From an optimization exercise on the open Yosys and OpenROAD flow, aimed at small area, a short achievable clock period and few clock cycles; shortcuts taken in it are not production practice.
The RTL was checked by simulation tests, not by an equivalence proof against the original design.
Power and IR drop assume default switching activity.

run E:
Design lua_cpu, start of the top module:
module lua_cpu (
	input logic clk,
	input logic rst,
	input logic start,
	input lua_cpu_pkg::cmd_e n,
	input lua_cpu_pkg::word_t dataa,
	input lua_cpu_pkg::word_t datab,
	output logic done,
	output lua_cpu_pkg::word_t result,
	output lua_cpu_pkg::word_t mem_address,
	output lua_cpu_pkg::word_t mem_writedata,
	output logic mem_read,
	output logic mem_write,
	input lua_cpu_pkg::word_t mem_readdata,
	input logic mem_waitrequest
);
	localparam logic [2:0] S_IDLE = 3'd0;
	localparam logic [2:0] S_RPC = 3'd1;	 
	localparam logic [2:0] S_FETCH = 3'd2;	 
	localparam logic [2:0] S_DUMP = 3'd3;	 
	localparam logic [2:0] S_DUMPT = 3'd4;	 
	logic [2:0] st;
	logic rd, wr;
	logic [31:0] addr, wdata, ir;
	logic [4:0] tl;
	logic ex;	 
	logic [4:0] widx, ridx;
	logic wen_v, wen_t;
	logic [31:0] ldv_data;
	logic [4:0] ldt_data;
	logic [31:0] base;
	logic [31:0] V [32];
	logic [4:0] T [32];
	logic [31:0] val, dirty;
	logic any_dirty;
	assign mem_read = rd;
	assign mem_write = wr;
	assign mem_address = addr;
	assign mem_writedata = wdata;
	assign result = ir;
	logic acc;
	assign acc = (rd || wr) && !mem_waitrequest;
	logic in_move, move_acc;
	assign in_move = (mem_readdata[6-1:0] == 6'd0);
  ...
Size in the first run: ~3800 cells after synthesis, ~1500 flip-flops, roughly 200 I/O pins, about 58000 um2 of cells after synthesis.
==> module lua_cpu, before the edit <==
module lua_cpu (
	input logic clk,
	input logic rst,
	input logic start,
	input lua_cpu_pkg::cmd_e n,
	input lua_cpu_pkg::word_t dataa,
	input lua_cpu_pkg::word_t datab,
	output logic done,
	output lua_cpu_pkg::word_t result,
	output lua_cpu_pkg::word_t mem_address,
	output lua_cpu_pkg::word_t mem_writedata,
	output logic mem_read,
	output logic mem_write,
	input lua_cpu_pkg::word_t mem_readdata,
	input logic mem_waitrequest
);
	localparam logic [2:0] S_IDLE = 3'd0;
	localparam logic [2:0] S_RPC = 3'd1;	 
	localparam logic [2:0] S_FETCH = 3'd2;	 
	localparam logic [2:0] S_DUMP = 3'd3;	 
	localparam logic [2:0] S_DUMPT = 3'd4;	 
	logic [2:0] st;
	logic rd, wr;
	logic [31:0] addr, wdata, ir;
	logic [4:0] tl;
	logic ex;	 
	logic [4:0] widx, ridx;
	logic wen_v, wen_t;
	logic [31:0] ldv_data;
	logic [4:0] ldt_data;
	logic [31:0] base;
	logic [31:0] V [32];
	logic [4:0] T [32];
	logic [31:0] val, dirty;
	logic any_dirty;
	assign mem_read = rd;
	assign mem_write = wr;
	assign mem_address = addr;
	assign mem_writedata = wdata;
	assign result = ir;
	logic acc;
	assign acc = (rd || wr) && !mem_waitrequest;
	logic in_move, move_acc;
	assign in_move = (mem_readdata[6-1:0] == 6'd0);
	assign move_acc = (st == S_FETCH) && acc && in_move;
	logic ld_val, ld_type;
	assign ld_val = start && (n == lua_cpu_pkg::cmd_load_reg);
	assign ld_type = start && (n == lua_cpu_pkg::cmd_load_type);
	logic [7:0] lo_ofs;
	logic lo_nb;	 
	logic slot_hit;
	always_comb begin
		logic [23:0] x, y;
		{lo_nb, lo_ofs} = {1'b0, dataa[7:0]} + {1'b0, ~base[7:0]} + 9'd1;
		x = dataa[31:8];
		y = ~base[31:8];
		slot_hit = ((x[0] ^ y[0]) == lo_nb);
		for (int i = 1; i < 24; i++)
			slot_hit = slot_hit & ((x[i] ^ y[i]) == (x[i-1] | y[i-1]));
	end
	logic [4:0] jnext;
	logic [31:0] jnext_oh;
	logic anynext;
	always_comb begin : ffs
		logic [31:0] d_eff;
		logic seen;
		for (int i = 0; i < 32; i++)
			d_eff[i] = dirty[i] | (ex && widx == 5'(i));
		seen = 1'b0;
		for (int i = 0; i < 32; i++) begin
			jnext_oh[i] = d_eff[i] && !seen;
			seen = seen | d_eff[i];
		end
		for (int k = 0; k < 5; k++) begin
			jnext[k] = 1'b0;
			for (int i = 0; i < 32; i++)
				if (i[k]) jnext[k] = jnext[k] | jnext_oh[i];
		end
		anynext = seen;
	end
	logic [31:0] rsel;
	always_ff @(posedge clk) begin
		any_dirty <= anynext;
		ridx <= jnext;
		for (int i = 0; i < 32; i++)
			rsel[i] <= !(ld_val || ld_type) &&
				(move_acc ? (mem_readdata[18:14] == 5'(i)) : jnext_oh[i]);
		widx <= move_acc ? mem_readdata[10:6] : lo_ofs[7:3];
		ldv_data <= ld_val ? datab : 32'd0;
		ldt_data <= ld_type ? datab[4:0] : 5'd0;
	end
	always_ff @(posedge clk or posedge rst) begin
		if (rst) begin
			ex <= 1'b0;
			wen_v <= 1'b0;
			wen_t <= 1'b0;
			base <= '0;
		end else begin
			ex <= move_acc;
			wen_v <= move_acc || (ld_val && slot_hit);
			wen_t <= move_acc || (ld_type && slot_hit);
			if (start && (n == lua_cpu_pkg::cmd_load_base))
				base <= dataa;
		end
	end
	logic [31:0] rdv_raw;
	logic [4:0] rdt_raw;
	logic rvalid;
	logic [31:0] rdv;
	logic [4:0] rdt;
	always_comb begin
		rdv_raw = '0;
		rdt_raw = '0;
		for (int i = 0; i < 32; i++) begin
			rdv_raw = rdv_raw | (V[i] & {32{rsel[i]}});
			rdt_raw = rdt_raw | (T[i] & {5{rsel[i]}});
		end
		rvalid = |(rsel & val);
		rdv = rdv_raw & {32{rvalid}};
		rdt = rdt_raw & {5{rvalid}};
	end
	logic [31:0] wdv;
	logic [4:0] wdt;
	assign wdv = rdv | ldv_data;
	assign wdt = rdt | ldt_data;
	always_ff @(posedge clk) begin
		for (int i = 0; i < 32; i++) begin
			if (widx == 5'(i) && (wen_v || (wen_t && !val[i]))) V[i] <= wdv;
			if (widx == 5'(i) && (wen_t || (wen_v && !val[i]))) T[i] <= wdt;
		end
	end
	always_ff @(posedge clk or posedge rst) begin
		if (rst)
			val <= '0;
		else
			for (int i = 0; i < 32; i++)
				if (widx == 5'(i) && (wen_v || wen_t)) val[i] <= 1'b1;
	end
	always_ff @(posedge clk) begin
		for (int i = 0; i < 32; i++) begin
			if (start)
				dirty[i] <= 1'b0;
			else if (ex && widx == 5'(i))
				dirty[i] <= 1'b1;
			else if ((st == S_DUMP) && acc && rsel[i])
				dirty[i] <= 1'b0;
		end
	end
	always_ff @(posedge clk or posedge rst) begin
		if (rst) begin
			st <= S_IDLE;
			rd <= 1'b0;
			wr <= 1'b0;
			done <= 1'b0;
		end else begin
			done <= 1'b0;
			case (st)
				S_IDLE: begin
					if (start) begin
						if (n == lua_cpu_pkg::cmd_run) begin
							rd <= 1'b1;
							st <= S_RPC;
						end else
							done <= 1'b1;
					end
				end
				S_RPC: if (acc) st <= S_FETCH;
				S_FETCH: begin
					if (acc && !in_move) begin
						rd <= 1'b0;
						wr <= 1'b1;
						st <= S_DUMP;
					end
				end
				S_DUMP: begin
					if (acc) begin
						if (any_dirty)
							st <= S_DUMPT;
						else begin
							wr <= 1'b0;
							done <= 1'b1;
							st <= S_IDLE;
						end
					end
				end
				S_DUMPT: if (acc) st <= S_DUMP;
				default: st <= S_IDLE;
			endcase
		end
	end
	always_ff @(posedge clk) begin
		case (st)
			S_IDLE: begin
				addr <= dataa + 32'd20;
				wdata <= dataa + 32'd20;
			end
			S_RPC: if (acc) addr <= mem_readdata;
			S_FETCH: begin
				if (acc) begin
					ir <= mem_readdata;
					if (in_move)
						addr <= addr + 32'd4;
					else begin
						addr <= wdata;
						wdata <= addr + 32'd4;
					end
				end
			end
			S_DUMP: begin
				if (acc) begin
					addr <= base + {ridx, 3'b000};
					wdata <= rdv;
					tl <= rdt;
				end
			end
			S_DUMPT: begin
				if (acc) begin
					addr <= addr + 32'd4;
					wdata <= {27'd0, tl};
				end
			end
			default: ;
		endcase
	end
endmodule
export LEC_CHECK = 0
export ABC_CLOCK_PERIOD_IN_PS = 4000
export CAP_MARGIN = 20
export CORE_MARGIN = 2
export CORE_UTILIZATION = 55
export PLACE_DENSITY = 0.65
export SLEW_MARGIN = 20
create_clock -name core_clock -period 13.0 [get_ports {clk}]
standard.sh (not shown) runs the stock make flow with config.mk's settings and CLKGATE_MAP_FILE= SYNTH_SCRIPT=/design/flow/synth_recipe.tcl, a recipe that flattens the netlist after the stock synthesis.
==> flow/flow/run.sh <==
#!/bin/bash
# The standard layout (the standard.sh, unchanged synthesis) with these
# optimiser settings changed; constraints and clock period are the design's:
#  - timing repair aims for a large setup margin (a period well below 13 ns)
#  - sizing may pick cells of any footprint
#  - ports are buffered with buf_4 cells
bash standard.sh SETUP_SLACK_MARGIN=9 MATCH_CELL_FOOTPRINT=0 \
	"BUFFER_PORTS_ARGS=-buffer_cell sky130_fd_sc_hd__buf_4" finish > standard.log 2>&1
Both conditions hold for run E: the flow ran to the end and the final layout passed the timing, design-rule and antenna checks.
Testbench counts of run E, summed over its fixed seeds: cycles 44,547.
Edits applied to the flow inputs when going from run E to run H:
--- a/flow/design.v
+++ b/flow/design.v
@@ -65,9 +65,9 @@
 	logic [31:0] addr, wdata, ir;
 	logic [4:0] tl;
 	logic ex;	 
 	logic [4:0] widx, ridx;
-	logic wen_v, wen_t;
+	logic wen_v, wen_t, ren;
 	logic [31:0] ldv_data;
 	logic [4:0] ldt_data;
 	logic [31:0] base;
 	logic [31:0] V [32];
@@ -99,34 +99,21 @@
 		for (int i = 1; i < 24; i++)
 			slot_hit = slot_hit & ((x[i] ^ y[i]) == (x[i-1] | y[i-1]));
 	end
 	logic [4:0] jnext;
-	logic [31:0] jnext_oh;
 	logic anynext;
 	always_comb begin : ffs
 		logic [31:0] d_eff;
-		logic seen;
 		for (int i = 0; i < 32; i++)
 			d_eff[i] = dirty[i] | (ex && widx == 5'(i));
-		seen = 1'b0;
-		for (int i = 0; i < 32; i++) begin
-			jnext_oh[i] = d_eff[i] && !seen;
-			seen = seen | d_eff[i];
-		end
-		for (int k = 0; k < 5; k++) begin
-			jnext[k] = 1'b0;
-			for (int i = 0; i < 32; i++)
-				if (i[k]) jnext[k] = jnext[k] | jnext_oh[i];
-		end
-		anynext = seen;
-	end
-	logic [31:0] rsel;
+		jnext = '0;
+		for (int i = 31; i >= 0; i--)
+			if (d_eff[i]) jnext = 5'(i);
+		anynext = |d_eff;
+	end
 	always_ff @(posedge clk) begin
 		any_dirty <= anynext;
-		ridx <= jnext;
-		for (int i = 0; i < 32; i++)
-			rsel[i] <= !(ld_val || ld_type) &&
-				(move_acc ? (mem_readdata[18:14] == 5'(i)) : jnext_oh[i]);
+		ridx <= move_acc ? mem_readdata[18:14] : jnext;
 		widx <= move_acc ? mem_readdata[10:6] : lo_ofs[7:3];
 		ldv_data <= ld_val ? datab : 32'd0;
 		ldt_data <= ld_type ? datab[4:0] : 5'd0;
 	end
@@ -134,32 +121,30 @@
 		if (rst) begin
 			ex <= 1'b0;
 			wen_v <= 1'b0;
 			wen_t <= 1'b0;
+			ren <= 1'b0;
 			base <= '0;
 		end else begin
 			ex <= move_acc;
 			wen_v <= move_acc || (ld_val && slot_hit);
 			wen_t <= move_acc || (ld_type && slot_hit);
+			ren <= !(ld_val || ld_type);
 			if (start && (n == lua_cpu_pkg::cmd_load_base))
 				base <= dataa;
 		end
 	end
-	logic [31:0] rdv_raw;
-	logic [4:0] rdt_raw;
-	logic rvalid;
 	logic [31:0] rdv;
 	logic [4:0] rdt;
 	always_comb begin
-		rdv_raw = '0;
-		rdt_raw = '0;
+		logic s;
+		rdv = '0;
+		rdt = '0;
 		for (int i = 0; i < 32; i++) begin
-			rdv_raw = rdv_raw | (V[i] & {32{rsel[i]}});
-			rdt_raw = rdt_raw | (T[i] & {5{rsel[i]}});
-		end
-		rvalid = |(rsel & val);
-		rdv = rdv_raw & {32{rvalid}};
-		rdt = rdt_raw & {5{rvalid}};
+			s = (ridx == 5'(i)) && val[i] && ren;
+			rdv = rdv | (V[i] & {32{s}});
+			rdt = rdt | (T[i] & {5{s}});
+		end
 	end
 	logic [31:0] wdv;
 	logic [4:0] wdt;
 	assign wdv = rdv | ldv_data;
@@ -182,9 +167,9 @@
 			if (start)
 				dirty[i] <= 1'b0;
 			else if (ex && widx == 5'(i))
 				dirty[i] <= 1'b1;
-			else if ((st == S_DUMP) && acc && rsel[i])
+			else if ((st == S_DUMP) && acc && ridx == 5'(i))
 				dirty[i] <= 1'b0;
 		end
 	end
 	always_ff @(posedge clk or posedge rst) begin
Slack of the critical path improves in run H relative to run E.
When run H is set beside run E, its post-route clock period utilization turns out to be 0.42 points smaller.
Run H vs. run E: sequential share of cell area went down 0.56 points, routed length on met3 went up about 6.5%, final design area excluding fillers went down about 0.65%, chip width held.
Comparing run E with run H, the relative area change from synthesis to final layout came out essentially unchanged.
Final net count across run H and run E: no real change.
Of run H and run E, run H shows the higher wire length, with run E below it.
Relative to run E, clock skew after layout has decreased by 5.7 ps in run H.
Area of the core delta (run E -> run H): insignificant
Total power of run H is lower than that of run E.
Testbench counts of run H, summed over its fixed seeds: cycles 44,547.


lua_cpu, a different RTL version from the one above (not shown whole).
Size in the first run: ~3700 cells after synthesis, about 200 I/O pins.
==> module lua_cpu, before the edit <==
module lua_cpu (
	input logic clk,
	input logic rst,
	input logic start,
	input lua_cpu_pkg::cmd_e n,
	input lua_cpu_pkg::word_t dataa,
	input lua_cpu_pkg::word_t datab,
	output logic done,
	output lua_cpu_pkg::word_t result,
	output lua_cpu_pkg::word_t mem_address,
	output lua_cpu_pkg::word_t mem_writedata,
	output logic mem_read,
	output logic mem_write,
	input lua_cpu_pkg::word_t mem_readdata,
	input logic mem_waitrequest
);
	localparam logic [2:0] S_IDLE = 3'd0;
	localparam logic [2:0] S_RPC = 3'd1;	 
	localparam logic [2:0] S_FETCH = 3'd2;	 
	localparam logic [2:0] S_DUMP = 3'd3;	 
	localparam logic [2:0] S_DUMPT = 3'd4;	 
	logic [2:0] st;
	logic rd, wr;	 
	logic req;	 
	logic [31:0] addr, wdata, ir;
	logic [4:0] tl;
	logic ex;	 
	logic [4:0] widx, ridx;
	logic wen_v, wen_t;
	logic [31:0] ldv_data;
	logic [4:0] ldt_data;
	logic [31:0] base;
	logic [31:0] V [32];
	logic [4:0] T [32];
	logic [31:0] val, dirty;
	logic any_dirty;
	logic [31:0] addr_o;
	assign mem_read = rd;
	assign mem_write = wr;
	assign mem_address = addr_o;
	assign mem_writedata = wdata;
	assign result = ir;
	logic acc;
	assign acc = req && !mem_waitrequest;
	logic in_move, move_acc;
	assign in_move = (mem_readdata[6-1:0] == 6'd0);
	assign move_acc = (st == S_FETCH) && acc && in_move;
	logic ld_val, ld_type;
	assign ld_val = start && (n == lua_cpu_pkg::cmd_load_reg);
	assign ld_type = start && (n == lua_cpu_pkg::cmd_load_type);
	logic [7:0] lo_ofs;
	logic lo_nb;	 
	logic slot_hit;
	always_comb begin
		logic [23:0] x, y;
		{lo_nb, lo_ofs} = {1'b0, dataa[7:0]} + {1'b0, ~base[7:0]} + 9'd1;
		x = dataa[31:8];
		y = ~base[31:8];
		slot_hit = ((x[0] ^ y[0]) == lo_nb);
		for (int i = 1; i < 24; i++)
			slot_hit = slot_hit & ((x[i] ^ y[i]) == (x[i-1] | y[i-1]));
	end
	logic [4:0] jnext;
	logic [31:0] jnext_oh;
	logic anynext;
	always_comb begin : ffs
		logic [31:0] d_eff;
		logic seen;
		for (int i = 0; i < 32; i++)
			d_eff[i] = dirty[i] | (ex && widx == 5'(i));
		seen = 1'b0;
		for (int i = 0; i < 32; i++) begin
			jnext_oh[i] = d_eff[i] && !seen;
			seen = seen | d_eff[i];
		end
		for (int k = 0; k < 5; k++) begin
			jnext[k] = 1'b0;
			for (int i = 0; i < 32; i++)
				if (i[k]) jnext[k] = jnext[k] | jnext_oh[i];
		end
		anynext = seen;
	end
	logic [31:0] rsel;
	logic [31:0] val_next;
	always_comb
		for (int i = 0; i < 32; i++)
			val_next[i] = val[i] | (widx == 5'(i) && (wen_v || wen_t));
	always_ff @(posedge clk) begin
		any_dirty <= anynext;
		ridx <= jnext;
		for (int i = 0; i < 32; i++)
			rsel[i] <= !(ld_val || ld_type) && val_next[i] &&
				(move_acc ? (mem_readdata[18:14] == 5'(i)) : jnext_oh[i]);
		widx <= move_acc ? mem_readdata[10:6] : lo_ofs[7:3];
		ldv_data <= ld_val ? datab : 32'd0;
		ldt_data <= ld_type ? datab[4:0] : 5'd0;
	end
	always_ff @(posedge clk or posedge rst) begin
		if (rst) begin
			ex <= 1'b0;
			wen_v <= 1'b0;
			wen_t <= 1'b0;
			base <= '0;
		end else begin
			ex <= move_acc;
			wen_v <= move_acc || (ld_val && slot_hit);
			wen_t <= move_acc || (ld_type && slot_hit);
			if (start && (n == lua_cpu_pkg::cmd_load_base))
				base <= dataa;
		end
	end
	logic [31:0] rdv;
	logic [4:0] rdt;
	always_comb begin
		rdv = '0;
		rdt = '0;
		for (int i = 0; i < 32; i++) begin
			rdv = rdv | (V[i] & {32{rsel[i]}});
			rdt = rdt | (T[i] & {5{rsel[i]}});
		end
	end
	logic [31:0] wdv;
	logic [4:0] wdt;
	assign wdv = rdv | ldv_data;
	assign wdt = rdt | ldt_data;
	always_ff @(posedge clk) begin
		for (int i = 0; i < 32; i++) begin
			if (widx == 5'(i) && (wen_v || (wen_t && !val[i]))) V[i] <= wdv;
			if (widx == 5'(i) && (wen_t || (wen_v && !val[i]))) T[i] <= wdt;
		end
	end
	always_ff @(posedge clk or posedge rst) begin
		if (rst)
			val <= '0;
		else
			val <= val_next;
	end
	always_ff @(posedge clk) begin
		for (int i = 0; i < 32; i++) begin
			if (start)
				dirty[i] <= 1'b0;
			else if (ex && widx == 5'(i))
				dirty[i] <= 1'b1;
			else if ((st == S_DUMP) && acc && ridx == 5'(i))
				dirty[i] <= 1'b0;
		end
	end
	always_ff @(posedge clk or posedge rst) begin
		if (rst) begin
			st <= S_IDLE;
			rd <= 1'b0;
			wr <= 1'b0;
			req <= 1'b0;
			done <= 1'b0;
		end else begin
			done <= 1'b0;
			case (st)
				S_IDLE: begin
					if (start) begin
						if (n == lua_cpu_pkg::cmd_run) begin
							rd <= 1'b1;
							req <= 1'b1;
							st <= S_RPC;
						end else
							done <= 1'b1;
					end
				end
				S_RPC: if (acc) st <= S_FETCH;
				S_FETCH: begin
					if (acc && !in_move) begin
						rd <= 1'b0;
						wr <= 1'b1;
						st <= S_DUMP;
					end
				end
				S_DUMP: begin
					if (acc) begin
						if (any_dirty)
							st <= S_DUMPT;
						else begin
							wr <= 1'b0;
							req <= 1'b0;
							done <= 1'b1;
							st <= S_IDLE;
						end
					end
				end
				S_DUMPT: if (acc) st <= S_DUMP;
				default: st <= S_IDLE;
			endcase
		end
	end
	logic [31:0] ci20;
	always_comb begin : savedpc_addr
		logic [5:0] lo;
		logic [26:0] hi, hi1;
		lo = {1'b0, dataa[4:0]} + 6'd20;
		hi = dataa[31:5];
		hi1 = dataa[31:5] + 27'd1;
		ci20 = {lo[5] ? hi1 : hi, lo[4:0]};
	end
	always_ff @(posedge clk) begin
		case (st)
			S_IDLE: begin
				addr <= ci20;
				if (start)
					addr_o <= ci20;
			end
			S_RPC: begin
				if (acc) begin
					addr <= mem_readdata;
					addr_o <= mem_readdata;
				end
			end
			S_FETCH: begin
				if (acc) begin
					ir <= mem_readdata;
					wdata <= addr + 32'd4;
					if (in_move) begin
						addr <= addr + 32'd4;
						addr_o <= addr + 32'd4;
					end else begin
						addr <= ci20;
						addr_o <= ci20;
					end
				end
			end
			S_DUMP: begin
				if (acc) begin
					addr <= base + {ridx, 3'b000};
					addr_o <= base + {ridx, 3'b000};
					wdata <= rdv;
					tl <= rdt;
				end
			end
			S_DUMPT: begin
				if (acc) begin
					addr <= addr + 32'd4;
					addr_o <= addr + 32'd4;
					wdata <= {27'd0, tl};
				end
			end
			default: ;
		endcase
	end
endmodule
clock: 13.0 ns
lec_check: 0
abc_clock_period_in_ps: 2000
cap_margin: 20
core_margin: 2
core_utilization: 45
place_density: 0.55
slew_margin: 20
Scripts as last shown in full above: flow/flow/run.sh
Testbench counts at the start, summed over its fixed seeds: cycles 44,547.
Rerun with:
--- a/flow/design.v
+++ b/flow/design.v
@@ -58,14 +58,13 @@
 	localparam logic [2:0] S_IDLE = 3'd0;
 	localparam logic [2:0] S_RPC = 3'd1;	 
 	localparam logic [2:0] S_FETCH = 3'd2;	 
 	localparam logic [2:0] S_DUMP = 3'd3;	 
 	localparam logic [2:0] S_DUMPT = 3'd4;	 
 	logic [2:0] st;
-	logic rd, wr;	 
-	logic req;	 
+	logic rd, wr;
 	logic [31:0] addr, wdata, ir;
 	logic [4:0] tl;
 	logic ex;	 
 	logic [4:0] widx, ridx;
 	logic wen_v, wen_t;
 	logic [31:0] ldv_data;
@@ -79,13 +78,13 @@
 	assign mem_read = rd;
 	assign mem_write = wr;
 	assign mem_address = addr_o;
 	assign mem_writedata = wdata;
 	assign result = ir;
 	logic acc;
-	assign acc = req && !mem_waitrequest;
+	assign acc = (rd || wr) && !mem_waitrequest;
 	logic in_move, move_acc;
 	assign in_move = (mem_readdata[6-1:0] == 6'd0);
 	assign move_acc = (st == S_FETCH) && acc && in_move;
 	logic ld_val, ld_type;
 	assign ld_val = start && (n == lua_cpu_pkg::cmd_load_reg);
 	assign ld_type = start && (n == lua_cpu_pkg::cmd_load_type);
@@ -119,21 +118,17 @@
 			for (int i = 0; i < 32; i++)
 				if (i[k]) jnext[k] = jnext[k] | jnext_oh[i];
 		end
 		anynext = seen;
 	end
 	logic [31:0] rsel;
-	logic [31:0] val_next;
-	always_comb
-		for (int i = 0; i < 32; i++)
-			val_next[i] = val[i] | (widx == 5'(i) && (wen_v || wen_t));
 	always_ff @(posedge clk) begin
 		any_dirty <= anynext;
 		ridx <= jnext;
 		for (int i = 0; i < 32; i++)
-			rsel[i] <= !(ld_val || ld_type) && val_next[i] &&
+			rsel[i] <= !(ld_val || ld_type) &&
 				(move_acc ? (mem_readdata[18:14] == 5'(i)) : jnext_oh[i]);
 		widx <= move_acc ? mem_readdata[10:6] : lo_ofs[7:3];
 		ldv_data <= ld_val ? datab : 32'd0;
 		ldt_data <= ld_type ? datab[4:0] : 5'd0;
 	end
 	always_ff @(posedge clk or posedge rst) begin
@@ -147,21 +142,27 @@
 			wen_v <= move_acc || (ld_val && slot_hit);
 			wen_t <= move_acc || (ld_type && slot_hit);
 			if (start && (n == lua_cpu_pkg::cmd_load_base))
 				base <= dataa;
 		end
 	end
+	logic [31:0] rdv_raw;
+	logic [4:0] rdt_raw;
+	logic rvalid;
 	logic [31:0] rdv;
 	logic [4:0] rdt;
 	always_comb begin
-		rdv = '0;
-		rdt = '0;
-		for (int i = 0; i < 32; i++) begin
-			rdv = rdv | (V[i] & {32{rsel[i]}});
-			rdt = rdt | (T[i] & {5{rsel[i]}});
-		end
+		rdv_raw = '0;
+		rdt_raw = '0;
+		for (int i = 0; i < 32; i++) begin
+			rdv_raw = rdv_raw | (V[i] & {32{rsel[i]}});
+			rdt_raw = rdt_raw | (T[i] & {5{rsel[i]}});
+		end
+		rvalid = |(rsel & val);
+		rdv = rdv_raw & {32{rvalid}};
+		rdt = rdt_raw & {5{rvalid}};
 	end
 	logic [31:0] wdv;
 	logic [4:0] wdt;
 	assign wdv = rdv | ldv_data;
 	assign wdt = rdt | ldt_data;
 	always_ff @(posedge clk) begin
@@ -171,39 +172,38 @@
 		end
 	end
 	always_ff @(posedge clk or posedge rst) begin
 		if (rst)
 			val <= '0;
 		else
-			val <= val_next;
+			for (int i = 0; i < 32; i++)
+				if (widx == 5'(i) && (wen_v || wen_t)) val[i] <= 1'b1;
 	end
 	always_ff @(posedge clk) begin
 		for (int i = 0; i < 32; i++) begin
 			if (start)
 				dirty[i] <= 1'b0;
 			else if (ex && widx == 5'(i))
 				dirty[i] <= 1'b1;
-			else if ((st == S_DUMP) && acc && ridx == 5'(i))
+			else if ((st == S_DUMP) && acc && rsel[i])
 				dirty[i] <= 1'b0;
 		end
 	end
 	always_ff @(posedge clk or posedge rst) begin
 		if (rst) begin
 			st <= S_IDLE;
 			rd <= 1'b0;
 			wr <= 1'b0;
-			req <= 1'b0;
 			done <= 1'b0;
 		end else begin
 			done <= 1'b0;
 			case (st)
 				S_IDLE: begin
 					if (start) begin
 						if (n == lua_cpu_pkg::cmd_run) begin
 							rd <= 1'b1;
-							req <= 1'b1;
 							st <= S_RPC;
 						end else
 							done <= 1'b1;
 					end
 				end
 				S_RPC: if (acc) st <= S_FETCH;
@@ -217,13 +217,12 @@
 				S_DUMP: begin
 					if (acc) begin
 						if (any_dirty)
 							st <= S_DUMPT;
 						else begin
 							wr <= 1'b0;
-							req <= 1'b0;
 							done <= 1'b1;
 							st <= S_IDLE;
 						end
 					end
 				end
 				S_DUMPT: if (acc) st <= S_DUMP;
@@ -241,31 +240,32 @@
 		ci20 = {lo[5] ? hi1 : hi, lo[4:0]};
 	end
 	always_ff @(posedge clk) begin
 		case (st)
 			S_IDLE: begin
 				addr <= ci20;
+				wdata <= ci20;
 				if (start)
 					addr_o <= ci20;
 			end
 			S_RPC: begin
 				if (acc) begin
 					addr <= mem_readdata;
 					addr_o <= mem_readdata;
 				end
 			end
 			S_FETCH: begin
 				if (acc) begin
 					ir <= mem_readdata;
-					wdata <= addr + 32'd4;
 					if (in_move) begin
 						addr <= addr + 32'd4;
 						addr_o <= addr + 32'd4;
 					end else begin
-						addr <= ci20;
-						addr_o <= ci20;
+						addr <= wdata;
+						addr_o <= wdata;
+						wdata <= addr + 32'd4;
 					end
 				end
 			end
 			S_DUMP: begin
 				if (acc) begin
 					addr <= base + {ridx, 3'b000};
After rerunning:
- The new run finished with timing, DRC and antenna clean
- non-clock buffer count climbs by 48
- total power climbs by 17%
- hold slack hardly moves
- worst setup slack loses 86 ps
- synthesized area grows by 1.8%
- first-iteration DRC count shrinks by 2.8%
- utilization goes up by 0.68 points
- design area grows by 2.8%
- clock skew came out higher by 5.5 ps
Testbench counts after the change, summed over its fixed seeds: cycles 44,547.

[static timing again, ports no longer ideal]
The results above use ideal ports. As a check the final layouts listed here were re-extracted and re-timed, cells and wires unchanged. Step 1 sets driving cells, clkbuf_16 on the clock port and buf_2 on the other inputs (assumed; they add their load-dependent delay and slew). Step 2 moves the port delays by t, midway between the first and last clock arrival at a register: inputs arrive t later, outputs are due t later. That takes back most of the time a late clock gives input paths. a / b / c = no drivers / after step 1 / after step 2; a / b = the first two.
| run | t (ns) | setup slack, ns | worst slew at a driven data input, ns |
|---|---|---|---|
| run E | 0.827 | 8.895 / 8.895 / 8.310 | 0.07 |
| run H | 0.833 | 8.949 / 8.881 / 8.192 | 0.10 |
| the first run of note 2 | 0.873 | 8.991 / 8.909 / 8.294 | 0.13 |
| the second run of note 2 | 0.879 | 8.905 / 8.826 / 8.242 | 0.11 |
After both steps setup and hold are still met in every run listed. For run H, which loses most, drivers alone change the setup slack by -0.068 ns; drivers and shift together by -0.757 ns.
